This is an optimization exercise on Yosys and OpenROAD, whose aim is small area, a short achievable clock period and few clock cycles per item, not a production implementation. Only simulation tests tie the RTL to the original design; equivalence was not proved. Power and IR drop assume default switching activity.

==> inputs of 12-08 <==
==> flow/design.v <==
package muldiv_controller_pkg;
   localparam int XLEN_DEF = 32;
   localparam logic [2:0] F3_MUL    = 3'b000;
   localparam logic [2:0] F3_MULH   = 3'b001;
   localparam logic [2:0] F3_MULHSU = 3'b010;
   localparam logic [2:0] F3_MULHU  = 3'b011;
   localparam logic [2:0] F3_DIV    = 3'b100;
   localparam logic [2:0] F3_DIVU   = 3'b101;
   localparam logic [2:0] F3_REM    = 3'b110;
   localparam logic [2:0] F3_REMU   = 3'b111;
   function automatic logic is_div(input logic [2:0] f3);
      is_div = f3[2];
   endfunction
   function automatic logic is_div_signed(input logic [2:0] f3);
      is_div_signed = f3[2] & ~f3[0];
   endfunction
   function automatic logic is_rem(input logic [2:0] f3);
      is_rem = f3[2] & f3[1];
   endfunction
endpackage
module muldiv_multiplier (
   input  logic [36:0] i_op1,
   input  logic [32:0] i_m,       
   input  logic        i_one0,
   input  logic        i_two0,
   input  logic        i_neg0,
   input  logic        i_cin0,
   input  logic        i_one1,
   input  logic        i_two1,
   input  logic        i_neg1,
   input  logic        i_cin1,
   output logic [36:0] o_sum
);
   logic [36:0] w_pp0, w_pp1, w_s, w_c;
   always_comb begin
      w_pp0 = '0;
      if (i_one0) w_pp0 = {{4{i_m[32]}}, i_m};
      if (i_two0) w_pp0 = {{3{i_m[32]}}, i_m, 1'b0};
      w_pp0 = w_pp0 ^ {37{i_neg0}};
      w_pp1 = '0;
      if (i_one1) w_pp1 = {{2{i_m[32]}}, i_m, 2'b00};
      if (i_two1) w_pp1 = {i_m[32], i_m, 3'b000};
      w_pp1 = w_pp1 ^ {37{i_neg1}};
   end
   assign w_s   = i_op1 ^ w_pp0 ^ w_pp1;
   assign w_c   = {(i_op1[35:0] & w_pp0[35:0]) | (i_op1[35:0] & w_pp1[35:0]) | (w_pp0[35:0] & w_pp1[35:0]), i_cin1};
   logic [36:0] w_g, w_p;
   always_comb begin
      logic [36:0] g, p, gn, pn;
      g = w_s & w_c;
      p = w_s ^ w_c;
      g[0] = g[0] | (p[0] & i_cin0);
      for (int d = 1; d < 37; d = d * 2) begin
         gn = g;
         pn = p;
         for (int i = 0; i < 37; i++)
            if ((i / d) % 2 == 1) begin
               gn[i] = g[i] | (p[i] & g[(i / d) * d - 1]);
               pn[i] = p[i] & p[(i / d) * d - 1];
            end
         g = gn;
         p = pn;
      end
      w_g = g;
   end
   assign w_p   = w_s ^ w_c;
   assign o_sum = w_p ^ {w_g[35:0], i_cin0};
endmodule
module muldiv_controller
#(
   parameter int XLEN = muldiv_controller_pkg::XLEN_DEF
) (
   input  logic            CLK,
   input  logic            RESET,
   input  logic            START,
   input  logic [2:0]      FUNCT3,
   input  logic [XLEN-1:0] OPERAND_A,
   input  logic [XLEN-1:0] OPERAND_B,
   input  logic            FLUSH,
   output logic            BUSY,
   output logic            DONE,
   output logic [XLEN-1:0] RESULT
);
   logic        r_busy;
   logic        r_done;
   logic        r_mul;       
   logic        r_div;       
   logic        r_nega;      
   logic        r_fix;       
   logic        r_div0;      
   logic        r_rem;       
   logic        r_hi;        
   logic        r_mcs;       
   logic        r_sb;        
   logic        r_negres;    
   logic [5:0]  r_n;         
   logic        c_oph, c_opd, c_opnl, c_opnh;
   logic        c_one0, c_two0, c_neg0, c_cin0, c_one1, c_two1, c_neg1, c_cin1;
   logic [31:0] r_x;         
   logic [31:0] r_l;         
   logic [33:0] r_h;         
   logic        r_e;         
   localparam int MS  = 12;    
   localparam int DSA = 16;    
   localparam int DSB = 5;
   logic w_in_div, w_in_sdiv, w_in_rem, w_in_b0, w_in_nega, w_in_sb;
   assign w_in_div  = muldiv_controller_pkg::is_div(FUNCT3);
   assign w_in_sdiv = muldiv_controller_pkg::is_div_signed(FUNCT3);
   assign w_in_rem  = muldiv_controller_pkg::is_rem(FUNCT3);
   assign w_in_b0   = (OPERAND_B == 32'b0);
   assign w_in_nega = w_in_sdiv & OPERAND_A[31];
   assign w_in_sb   = w_in_sdiv & OPERAND_B[31];
   logic w_ms12;
   assign w_ms12 = (r_l[MS-1:0] == {MS{r_e}}) && (r_n >= 6'(MS));
   logic [31:0] w_bm;
   logic [32:0] w_s;         
   logic [31:0] w_f;         
   logic [31+DSA:0] w_r16;
   logic [31+DSB:0] w_r5;
   logic        w_ds16, w_ds5;
   assign w_bm = r_x ^ {32{r_sb}};
   always_comb begin
      logic [31:0] p;
      p = w_bm;
      for (int d = 1; d < 32; d = d * 2)
         for (int i = 0; i < 32; i++)
            if (i + d < 32) p[i] = p[i] | p[i + d];
      w_s = {1'b0, p};
   end
   assign w_f   = ~w_s[32:1];
   assign w_r16 = {r_h[31:0], r_l[31:32-DSA]};
   assign w_r5  = {r_h[31:0], r_l[31:32-DSB]};
   assign w_ds16 = ~r_h[33] && ~|(w_r16[31:0] & w_f) && ~|w_r16[31+DSA:32] && (r_n >= 6'(DSA));
   assign w_ds5  = ~r_h[33] && ~|(w_r5[31:0]  & w_f) && ~|w_r5[31+DSB:32]  && (r_n >= 6'(DSB));
   logic w_s16, w_s12, w_s5, w_skip;
   assign w_s12  = r_mul & w_ms12;
   assign w_s16  = r_div & w_ds16;
   assign w_s5   = r_div & w_ds5;
   assign w_skip = w_s16 | w_s12 | w_s5;
   logic [32:0] w_m;
   logic [36:0] w_op1;
   logic [36:0] w_sum;
   logic        w_ge;
   assign w_m   = {r_mcs & r_x[31], r_x};
   assign w_op1 = ({37{c_oph}}  & {{3{r_h[33]}}, r_h})
                | ({37{c_opd}}  & {{2{r_h[33]}}, r_h, r_l[31]})
                | ({37{c_opnl}} & ~{5'b00000, r_l})
                | ({37{c_opnh}} & ~{{3{r_h[33]}}, r_h});
   muldiv_multiplier u_mul (
      .i_op1  (w_op1),
      .i_m    (w_m),
      .i_one0 (c_one0),
      .i_two0 (c_two0),
      .i_neg0 (c_neg0),
      .i_cin0 (c_cin0),
      .i_one1 (c_one1),
      .i_two1 (c_two1),
      .i_neg1 (c_neg1),
      .i_cin1 (c_cin1),
      .o_sum  (w_sum)
   );
   assign w_ge = ~w_sum[36];
   logic [5:0] w_nn;          
   logic       w_last, w_fixnext, w_end;
   always_comb begin
      if (w_s16)      w_nn = r_n - 6'(DSA);
      else if (w_s12) w_nn = r_n - 6'(MS);
      else if (w_s5)  w_nn = r_n - 6'(DSB);
      else if (r_mul) w_nn = r_n - 6'd4;
      else            w_nn = r_n - 6'd1;
   end
   assign w_last = (w_s16 & (r_n == 6'(DSA))) | (w_s12 & (r_n == 6'(MS))) | (w_s5 & (r_n == 6'(DSB)))
                 | (~w_skip & ((r_mul & (r_n == 6'd4)) | (r_div & (r_n == 6'd1))));
   logic f_corr, f_mfix, f_neg;
   assign f_mfix = r_mul;
   assign f_corr = r_div & r_rem & ~w_skip & ~w_ge;
   assign f_neg  = r_div & r_negres;
   assign w_fixnext = r_negres | f_corr;
   assign w_end  = r_div0 | r_fix | (w_last & ~w_fixnext);
   logic n_mul, n_div, n_nega, n_fix, n_sub;
   always_comb begin
      if (!r_busy) begin
         n_mul  = ~w_in_div;
         n_div  = w_in_div & ~w_in_nega;
         n_nega = w_in_nega;
         n_fix  = 1'b0;
         n_sub  = 1'b1;
      end else begin
         n_mul  = r_mul & ~w_last;
         n_div  = (r_div & ~w_last) | r_nega;
         n_nega = 1'b0;
         n_fix  = w_last & w_fixnext;
         n_sub  = r_nega | w_skip | w_ge;
      end
   end
   logic [3:0] n_lb;
   logic       n_e;
   always_comb begin
      if (!r_busy) begin
         n_lb = OPERAND_A[3:0];
         n_e  = 1'b0;
      end else if (w_s12) begin
         n_lb = r_l[MS+3:MS];
         n_e  = r_e;
      end else begin
         n_lb = r_l[7:4];
         n_e  = r_l[3];
      end
   end
   always_ff @(posedge CLK) begin
      if (RESET || FLUSH) begin
         r_busy <= 1'b0;
         r_done <= 1'b0;
      end else if (!r_busy) begin
         r_busy <= START;
         r_done <= 1'b0;
      end else if (w_end) begin
         r_busy <= 1'b0;
         r_done <= 1'b1;
      end
   end
   always_ff @(posedge CLK) begin
      r_mul  <= n_mul;
      r_div  <= n_div;
      r_nega <= n_nega;
      r_fix  <= n_fix;
      r_div0 <= ~r_busy & w_in_div & w_in_b0;
      if (n_fix) begin
         c_oph  <= f_mfix | (f_corr & ~f_neg);
         c_opd  <= 1'b0;
         c_opnl <= f_neg & ~r_rem;
         c_opnh <= f_neg & r_rem;
         c_one0 <= f_mfix | f_corr;
         c_two0 <= 1'b0;
         c_neg0 <= f_corr & (f_neg ^ r_sb);
         c_cin0 <= (f_corr & r_sb) | f_neg;
         c_one1 <= 1'b0;
         c_two1 <= 1'b0;
         c_neg1 <= 1'b0;
         c_cin1 <= f_corr & f_neg & ~r_sb;
      end else begin
         c_oph  <= n_mul;
         c_opd  <= n_div;
         c_opnl <= n_nega;
         c_opnh <= 1'b0;
         c_one0 <= n_mul ? (n_lb[0] ^ n_e) : n_div;
         c_two0 <= n_mul & ((n_lb[1] & ~n_lb[0] & ~n_e) | (~n_lb[1] & n_lb[0] & n_e));
         c_neg0 <= n_mul ? n_lb[1] : (n_div & (n_sub ^ (r_busy ? r_sb : w_in_sb)));
         c_cin0 <= n_mul ? n_lb[1] : ((n_div & (n_sub ^ (r_busy ? r_sb : w_in_sb))) | n_nega);
         c_one1 <= n_mul & (n_lb[2] ^ n_lb[1]);
         c_two1 <= n_mul & ((n_lb[3] & ~n_lb[2] & ~n_lb[1]) | (~n_lb[3] & n_lb[2] & n_lb[1]));
         c_neg1 <= n_mul & n_lb[3];
         c_cin1 <= n_mul & n_lb[3];
      end
      if (!r_busy) begin
         r_rem    <= w_in_rem;
         r_hi     <= w_in_div ? (w_in_rem & ~w_in_b0) : (FUNCT3[1:0] != 2'b00);
         r_mcs    <= w_in_div ? w_in_sdiv : (FUNCT3[1:0] == 2'b01);
         r_sb     <= w_in_sb;
         r_negres <= w_in_div ? (w_in_sdiv & (OPERAND_A[31] ^ (OPERAND_B[31] & ~w_in_rem)))
                              : ((FUNCT3[1:0] == 2'b11) & OPERAND_A[31]);
      end
   end
   always_ff @(posedge CLK) begin
      if (!r_busy) begin
         r_x <= OPERAND_B;
         r_l <= OPERAND_A;
         r_h <= '0;
         r_e <= 1'b0;
         r_n <= 6'd32;
      end else if (r_div0) begin
         if (!r_rem) r_l <= '1;
      end else begin
         if (r_mul | r_div) r_n <= w_nn;
         if (r_mul) r_e <= n_e;
         if (r_mul) begin
            if (w_s12)      r_h <= {{MS{r_h[33]}}, r_h[33:MS]};
            else            r_h <= {w_sum[36], w_sum[36:4]};
         end else if (r_div) begin
            if (w_s16)      r_h <= {2'b00, w_r16[31:0]};
            else if (w_s5)  r_h <= {2'b00, w_r5[31:0]};
            else            r_h <= w_sum[33:0];
         end else if (r_fix & r_hi) begin
            r_h <= w_sum[33:0];
         end
         if (r_mul) begin
            if (w_s12)      r_l <= {r_h[MS-1:0], r_l[31:MS]};
            else            r_l <= {w_sum[3:0], r_l[31:4]};
         end else if (r_div) begin
            if (w_s16)      r_l <= {r_l[31-DSA:0], DSA'(0)};
            else if (w_s5)  r_l <= {r_l[31-DSB:0], DSB'(0)};
            else            r_l <= {r_l[30:0], w_ge};
         end else if (r_nega | (r_fix & ~r_hi)) begin
            r_l <= w_sum[31:0];
         end
      end
   end
   assign BUSY   = r_busy;
   assign DONE   = r_done;
   assign RESULT = r_hi ? r_h[31:0] : r_l;
endmodule
==> flow/flow/run.sh <==
#!/bin/bash
# Standard ORFS layout (the standard.sh), with two changes to how it is made:
#  - timing repair aims for MARGIN ns of setup slack at the design's clock period
#    (the SDC is unchanged), repairing only the worst path (TNS_END_PERCENT in config.mk);
#  - the port buffers that buffer_ports puts on every input and output are buf_1 cells.
# make's full output goes to flow_make.log in this folder.
set -euo pipefail
MARGIN=$(cat flow/margin.txt)
export BUFFER_PORTS_ARGS="-buffer_cell sky130_fd_sc_hd__buf_1"
bash standard.sh finish SETUP_SLACK_MARGIN=$MARGIN > flow_make.log 2>&1
==> flow/flow/margin.txt <==
8
==> flow/standard.sh <==
#!/bin/bash
# synth_recipe.tcl (not shown) runs the flow's synth.tcl, then flattens the netlist and writes it again
# the make line also repeats each setting of config.mk as NAME=value (left out here)
make -C /OpenROAD-flow-scripts/flow DESIGN_CONFIG=/design/flow/config.mk WORK_HOME=/design/flow/orfs CLKGATE_MAP_FILE= SYNTH_SCRIPT=/design/flow/synth_recipe.tcl "${@:-finish}"
==> flow/config.mk <==
export PLATFORM = sky130hd
export DESIGN_NAME = muldiv_controller
export DESIGN_NICKNAME = muldiv_controller
export VERILOG_FILES = /design/flow/design.v
export SDC_FILE = /design/flow/constraint.sdc
export NUM_CORES = 4
export LEC_CHECK = 0
export ABC_AREA = 1
export CAP_MARGIN = 20
export CORE_MARGIN = 2
export CORE_UTILIZATION = 50
export PLACE_DENSITY = 0.7
export SLEW_MARGIN = 20
export TNS_END_PERCENT = 0
==> flow/constraint.sdc <==
create_clock -name core_clock -period 11.0 [get_ports {CLK}]
set_input_delay 2.2000 -clock core_clock [delete_from_list [all_inputs] [get_ports {CLK}]]
set_output_delay 2.2000 -clock core_clock [all_outputs]
set_load 0.01 [all_outputs]
==> inputs of 06-25, as changes to 12-08 <==
==> flow/design.v, changed modules only <==
module muldiv_multiplier (
   input  logic [36:0] i_op1,
   input  logic [32:0] i_m,       
   input  logic        i_one0,
   input  logic        i_two0,
   input  logic        i_neg0,
   input  logic        i_cin0,
   input  logic        i_one1,
   input  logic        i_two1,
   input  logic        i_neg1,
   input  logic        i_cin1,
   output logic [36:0] o_sum
);
   logic [36:0] w_pp0, w_pp1, w_s, w_c;
   always_comb begin
      w_pp0 = '0;
      if (i_one0) w_pp0 = {{4{i_m[32]}}, i_m};
      if (i_two0) w_pp0 = {{3{i_m[32]}}, i_m, 1'b0};
      w_pp0 = w_pp0 ^ {37{i_neg0}};
      w_pp1 = '0;
      if (i_one1) w_pp1 = {{2{i_m[32]}}, i_m, 2'b00};
      if (i_two1) w_pp1 = {i_m[32], i_m, 3'b000};
      w_pp1 = w_pp1 ^ {37{i_neg1}};
   end
   assign w_s   = i_op1 ^ w_pp0 ^ w_pp1;
   assign w_c   = {(i_op1[35:0] & w_pp0[35:0]) | (i_op1[35:0] & w_pp1[35:0]) | (w_pp0[35:0] & w_pp1[35:0]), i_cin1};
   assign o_sum = w_s + w_c + {36'b0, i_cin0};
endmodule
module muldiv_controller
#(
   parameter int XLEN = muldiv_controller_pkg::XLEN_DEF
) (
   input  logic            CLK,
   input  logic            RESET,
   input  logic            START,
   input  logic [2:0]      FUNCT3,
   input  logic [XLEN-1:0] OPERAND_A,
   input  logic [XLEN-1:0] OPERAND_B,
   input  logic            FLUSH,
   output logic            BUSY,
   output logic            DONE,
   output logic [XLEN-1:0] RESULT
);
   logic        r_busy;
   logic        r_done;
   logic        r_mul;       
   logic        r_div;       
   logic        r_nega;      
   logic        r_fix;       
   logic        r_div0;      
   logic        r_rem;       
   logic        r_hi;        
   logic        r_mcs;       
   logic        r_sb;        
   logic        r_negres;    
   logic [5:0]  r_n;         
   logic        c_oph, c_opd, c_opnl, c_opnh;
   logic        c_one0, c_two0, c_neg0, c_cin0, c_one1, c_two1, c_neg1, c_cin1;
   logic [31:0] r_x;         
   logic [31:0] r_l;         
   logic [33:0] r_h;         
   logic        r_e;         
   logic w_in_div, w_in_sdiv, w_in_rem, w_in_b0, w_in_nega, w_in_sb;
   assign w_in_div  = muldiv_controller_pkg::is_div(FUNCT3);
   assign w_in_sdiv = muldiv_controller_pkg::is_div_signed(FUNCT3);
   assign w_in_rem  = muldiv_controller_pkg::is_rem(FUNCT3);
   assign w_in_b0   = (OPERAND_B == 32'b0);
   assign w_in_nega = w_in_sdiv & OPERAND_A[31];
   assign w_in_sb   = w_in_sdiv & OPERAND_B[31];
   logic w_ms12;
   assign w_ms12 = (r_l[11:0] == {12{r_e}}) && (r_n >= 6'd12);
   logic [31:0] w_bm;
   logic [32:0] w_s;         
   logic [31:0] w_f;         
   logic [47:0] w_r16;
   logic [36:0] w_r5;
   logic        w_ds16, w_ds5;
   assign w_bm = r_x ^ {32{r_sb}};
   always_comb begin
      logic [31:0] p;
      p = w_bm;
      for (int d = 1; d < 32; d = d * 2)
         for (int i = 0; i < 32; i++)
            if (i + d < 32) p[i] = p[i] | p[i + d];
      w_s = {1'b0, p};
   end
   assign w_f   = ~w_s[32:1];
   assign w_r16 = {r_h[31:0], r_l[31:16]};
   assign w_r5  = {r_h[31:0], r_l[31:27]};
   assign w_ds16 = ~r_h[33] && ~|(w_r16[31:0] & w_f) && ~|w_r16[47:32] && (r_n >= 6'd16);
   assign w_ds5  = ~r_h[33] && ~|(w_r5[31:0]  & w_f) && ~|w_r5[36:32]  && (r_n >= 6'd5);
   logic w_s16, w_s12, w_s5, w_skip;
   assign w_s12  = r_mul & w_ms12;
   assign w_s16  = r_div & w_ds16;
   assign w_s5   = r_div & w_ds5;
   assign w_skip = w_s16 | w_s12 | w_s5;
   logic [32:0] w_m;
   logic [36:0] w_op1;
   logic [36:0] w_sum;
   logic        w_ge;
   assign w_m   = {r_mcs & r_x[31], r_x};
   assign w_op1 = ({37{c_oph}}  & {{3{r_h[33]}}, r_h})
                | ({37{c_opd}}  & {{2{r_h[33]}}, r_h, r_l[31]})
                | ({37{c_opnl}} & ~{5'b00000, r_l})
                | ({37{c_opnh}} & ~{{3{r_h[33]}}, r_h});
   muldiv_multiplier u_mul (
      .i_op1  (w_op1),
      .i_m    (w_m),
      .i_one0 (c_one0),
      .i_two0 (c_two0),
      .i_neg0 (c_neg0),
      .i_cin0 (c_cin0),
      .i_one1 (c_one1),
      .i_two1 (c_two1),
      .i_neg1 (c_neg1),
      .i_cin1 (c_cin1),
      .o_sum  (w_sum)
   );
   assign w_ge = ~w_sum[36];
   logic [5:0] w_nn;          
   logic       w_last, w_fixnext, w_end;
   always_comb begin
      if (w_s16)      w_nn = r_n - 6'd16;
      else if (w_s12) w_nn = r_n - 6'd12;
      else if (w_s5)  w_nn = r_n - 6'd5;
      else if (r_mul) w_nn = r_n - 6'd4;
      else            w_nn = r_n - 6'd1;
   end
   assign w_last = (w_s16 & (r_n == 6'd16)) | (w_s12 & (r_n == 6'd12)) | (w_s5 & (r_n == 6'd5))
                 | (~w_skip & ((r_mul & (r_n == 6'd4)) | (r_div & (r_n == 6'd1))));
   logic f_corr, f_mfix, f_neg;
   assign f_mfix = r_mul;
   assign f_corr = r_div & r_rem & ~w_skip & ~w_ge;
   assign f_neg  = r_div & r_negres;
   assign w_fixnext = r_negres | f_corr;
   assign w_end  = r_div0 | r_fix | (w_last & ~w_fixnext);
   logic n_mul, n_div, n_nega, n_fix, n_sub;
   always_comb begin
      if (!r_busy) begin
         n_mul  = ~w_in_div;
         n_div  = w_in_div & ~w_in_nega;
         n_nega = w_in_nega;
         n_fix  = 1'b0;
         n_sub  = 1'b1;
      end else begin
         n_mul  = r_mul & ~w_last;
         n_div  = (r_div & ~w_last) | r_nega;
         n_nega = 1'b0;
         n_fix  = w_last & w_fixnext;
         n_sub  = r_nega | w_skip | w_ge;
      end
   end
   logic [3:0] n_lb;
   logic       n_e;
   always_comb begin
      if (!r_busy) begin
         n_lb = OPERAND_A[3:0];
         n_e  = 1'b0;
      end else if (w_s12) begin
         n_lb = r_l[15:12];
         n_e  = r_e;
      end else begin
         n_lb = r_l[7:4];
         n_e  = r_l[3];
      end
   end
   always_ff @(posedge CLK) begin
      if (RESET || FLUSH) begin
         r_busy <= 1'b0;
         r_done <= 1'b0;
      end else if (!r_busy) begin
         r_busy <= START;
         r_done <= 1'b0;
      end else if (w_end) begin
         r_busy <= 1'b0;
         r_done <= 1'b1;
      end
   end
   always_ff @(posedge CLK) begin
      r_mul  <= n_mul;
      r_div  <= n_div;
      r_nega <= n_nega;
      r_fix  <= n_fix;
      r_div0 <= ~r_busy & w_in_div & w_in_b0;
      if (n_fix) begin
         c_oph  <= f_mfix | (f_corr & ~f_neg);
         c_opd  <= 1'b0;
         c_opnl <= f_neg & ~r_rem;
         c_opnh <= f_neg & r_rem;
         c_one0 <= f_mfix | f_corr;
         c_two0 <= 1'b0;
         c_neg0 <= f_corr & (f_neg ^ r_sb);
         c_cin0 <= (f_corr & r_sb) | f_neg;
         c_one1 <= 1'b0;
         c_two1 <= 1'b0;
         c_neg1 <= 1'b0;
         c_cin1 <= f_corr & f_neg & ~r_sb;
      end else begin
         c_oph  <= n_mul;
         c_opd  <= n_div;
         c_opnl <= n_nega;
         c_opnh <= 1'b0;
         c_one0 <= n_mul ? (n_lb[0] ^ n_e) : n_div;
         c_two0 <= n_mul & ((n_lb[1] & ~n_lb[0] & ~n_e) | (~n_lb[1] & n_lb[0] & n_e));
         c_neg0 <= n_mul ? n_lb[1] : (n_div & (n_sub ^ (r_busy ? r_sb : w_in_sb)));
         c_cin0 <= n_mul ? n_lb[1] : ((n_div & (n_sub ^ (r_busy ? r_sb : w_in_sb))) | n_nega);
         c_one1 <= n_mul & (n_lb[2] ^ n_lb[1]);
         c_two1 <= n_mul & ((n_lb[3] & ~n_lb[2] & ~n_lb[1]) | (~n_lb[3] & n_lb[2] & n_lb[1]));
         c_neg1 <= n_mul & n_lb[3];
         c_cin1 <= n_mul & n_lb[3];
      end
      if (!r_busy) begin
         r_rem    <= w_in_rem;
         r_hi     <= w_in_div ? (w_in_rem & ~w_in_b0) : (FUNCT3[1:0] != 2'b00);
         r_mcs    <= w_in_div ? w_in_sdiv : (FUNCT3[1:0] == 2'b01);
         r_sb     <= w_in_sb;
         r_negres <= w_in_div ? (w_in_sdiv & (OPERAND_A[31] ^ (OPERAND_B[31] & ~w_in_rem)))
                              : ((FUNCT3[1:0] == 2'b11) & OPERAND_A[31]);
      end
   end
   always_ff @(posedge CLK) begin
      if (!r_busy) begin
         r_x <= OPERAND_B;
         r_l <= OPERAND_A;
         r_h <= '0;
         r_e <= 1'b0;
         r_n <= 6'd32;
      end else if (r_div0) begin
         if (!r_rem) r_l <= '1;
      end else begin
         if (r_mul | r_div) r_n <= w_nn;
         if (r_mul) r_e <= n_e;
         if (r_mul) begin
            if (w_s12)      r_h <= {{12{r_h[33]}}, r_h[33:12]};
            else            r_h <= {w_sum[36], w_sum[36:4]};
         end else if (r_div) begin
            if (w_s16)      r_h <= {2'b00, w_r16[31:0]};
            else if (w_s5)  r_h <= {2'b00, w_r5[31:0]};
            else            r_h <= w_sum[33:0];
         end else if (r_fix & r_hi) begin
            r_h <= w_sum[33:0];
         end
         if (r_mul) begin
            if (w_s12)      r_l <= {r_h[11:0], r_l[31:12]};
            else            r_l <= {w_sum[3:0], r_l[31:4]};
         end else if (r_div) begin
            if (w_s16)      r_l <= {r_l[15:0], 16'b0};
            else if (w_s5)  r_l <= {r_l[26:0], 5'b0};
            else            r_l <= {r_l[30:0], w_ge};
         end else if (r_nega | (r_fix & ~r_hi)) begin
            r_l <= w_sum[31:0];
         end
      end
   end
   assign BUSY   = r_busy;
   assign DONE   = r_done;
   assign RESULT = r_hi ? r_h[31:0] : r_l;
endmodule
==> flow/run.sh (new file) <==
#!/bin/bash
# synth_recipe.tcl (not shown) runs the flow's synth.tcl, then flattens the netlist and writes it again
# the make line also repeats each setting of config.mk as NAME=value (left out here)
make -C /OpenROAD-flow-scripts/flow DESIGN_CONFIG=/design/flow/config.mk WORK_HOME=/design/flow/orfs CLKGATE_MAP_FILE= SYNTH_SCRIPT=/design/flow/synth_recipe.tcl finish
Settings changed: ABC_AREA 1 to default, CORE_UTILIZATION 50 to 30, PLACE_DENSITY 0.7 to default, SETUP_SLACK_MARGIN from default to 5, TNS_END_PERCENT 0 to default.
removed: flow/flow/run.sh
removed: flow/flow/margin.txt
removed: flow/standard.sh
==> inputs of 04-13, as changes to 12-08 <==
Settings changed: ABC_AREA 1 to default, CORE_UTILIZATION 50 to 30, PLACE_DENSITY 0.7 to default.
==> comparison <==
04-13 completed without violations. 06-25 finished clean. 12-08 produced a clean layout. The highest first-iteration DRC count belongs to 12-08, the lowest to 06-25. In 12-08 the cell count is larger than in 04-13, by 6.6%. Via count, highest first: 12-08, 06-25, 04-13. The lowest routed wire length belongs to 04-13, the highest to 06-25. The lowest fmax belongs to 06-25, the highest to 12-08. Non-clock buffer count: 06-25 < 04-13 < 12-08. Register-to-register slack, lowest first: 06-25, 04-13, 12-08. Clock skew, highest first: 04-13, 06-25, 12-08. Combinational power is about the same in 12-08 and 06-25.
==> figures <==
| item | 06-25 | 12-08 | 04-13 |
|---|---|---|---|
| Start point of the worst min-delay path | r_e$_SDFFE_PN0P_ | r_done$_SDFFE_PP0N_ | r_n[4]$_SDFFE_PN0P_ |
| Result of the run | complete, no violations | complete, no violations | complete, no violations |
| NumNets Final | 2000 | 2338 | 1946 |
| Placeable core region | 0.04755 mm2 | 0.02771 mm2 | 0.04626 mm2 |
| Post-Synth Adder-Cell Area | 8.952% | 9.798% | 9.832% |
| Maximum vdd ir drop | 0.1231 mV | 0.2087 mV | 0.1405 mV |
| Fraction of the mapped netlist area in compound gates | 32.33% | 23.09% | 30.10% |
| Final worst-path cycle share | 53.26% | 37.94% | 41.37% |
| Diode count | 0 | 0 | 4 |
| Half-perimeter wire length after placement | 52200 um | 48430 um | 47070 um |
| Post-route met1 wirelength | 27290 um | 26020 um | 26360 um |
| CP endpoint | r_l[18]$_DFFE_PP_ | r_done$_SDFFE_PP0N_ | r_l[28]$_DFFE_PP_ |
| Clock power share | 15.5% | 15.3% | 14.1% |
| Power density relative to cell area | 235.2 mW/mm2 | 230.3 mW/mm2 | 257.1 mW/mm2 |
| Post-Route Hold Slack | 501.9 ps | 536.9 ps | 481.2 ps |
| Fraction of standard cell area in multi-input logic | 62.02% | 60.36% | 62.43% |
| Fraction of the core area covered by cells at the end of the flow | 34.43% | 59.32% | 35.18% |
| Post-synthesis share of cell area spent on and, or, nand and nor gates | 19.28% | 26.89% | 17.24% |
| Worst path required time | 11220 ps | 11350 ps | 11310 ps |
| Fraction of layout instances using a drive strength above 1 | 7.734% | 12.43% | 15.30% |
Testbench counts of 12-08, summed over its fixed seeds: cycles 41,404, ops 4,800.
Testbench counts of 06-25, summed over its fixed seeds: cycles 41,404, ops 4,800.
Testbench counts of 04-13, summed over its fixed seeds: cycles 41,404, ops 4,800.

-- afterwards: timing with drivers on the ports --
The flow's constraints put no driver on any port. The routed layouts listed below were extracted and timed again, unchanged, in two steps.
Step 1, drivers: a clkbuf_16 drives CLK and a buf_2 each remaining input, both assumed.
Step 2, shift: input delay + t, output delay - t, t = (earliest + latest rising clock arrival at the registers) / 2. This alone moves slack from input paths to output paths.
Slacks: ideal / step 1 / step 2; pairs: ideal / step 1.
run	t, ns	slack for setup (ns)	worst register clock-pin slew, ns	worst data-port slew with drivers (ns)	pins driven straight from the clock port
12-08	0.512	6.826 / 6.826 / 6.826	0.07 / 0.07	0.05	1
06-25	0.522	5.141 / 5.141 / 5.141	0.07 / 0.07	0.04	1
04-13	0.528	6.450 / 6.450 / 6.450	0.07 / 0.07	0.05	1
After both steps setup and hold are still met in every run listed.
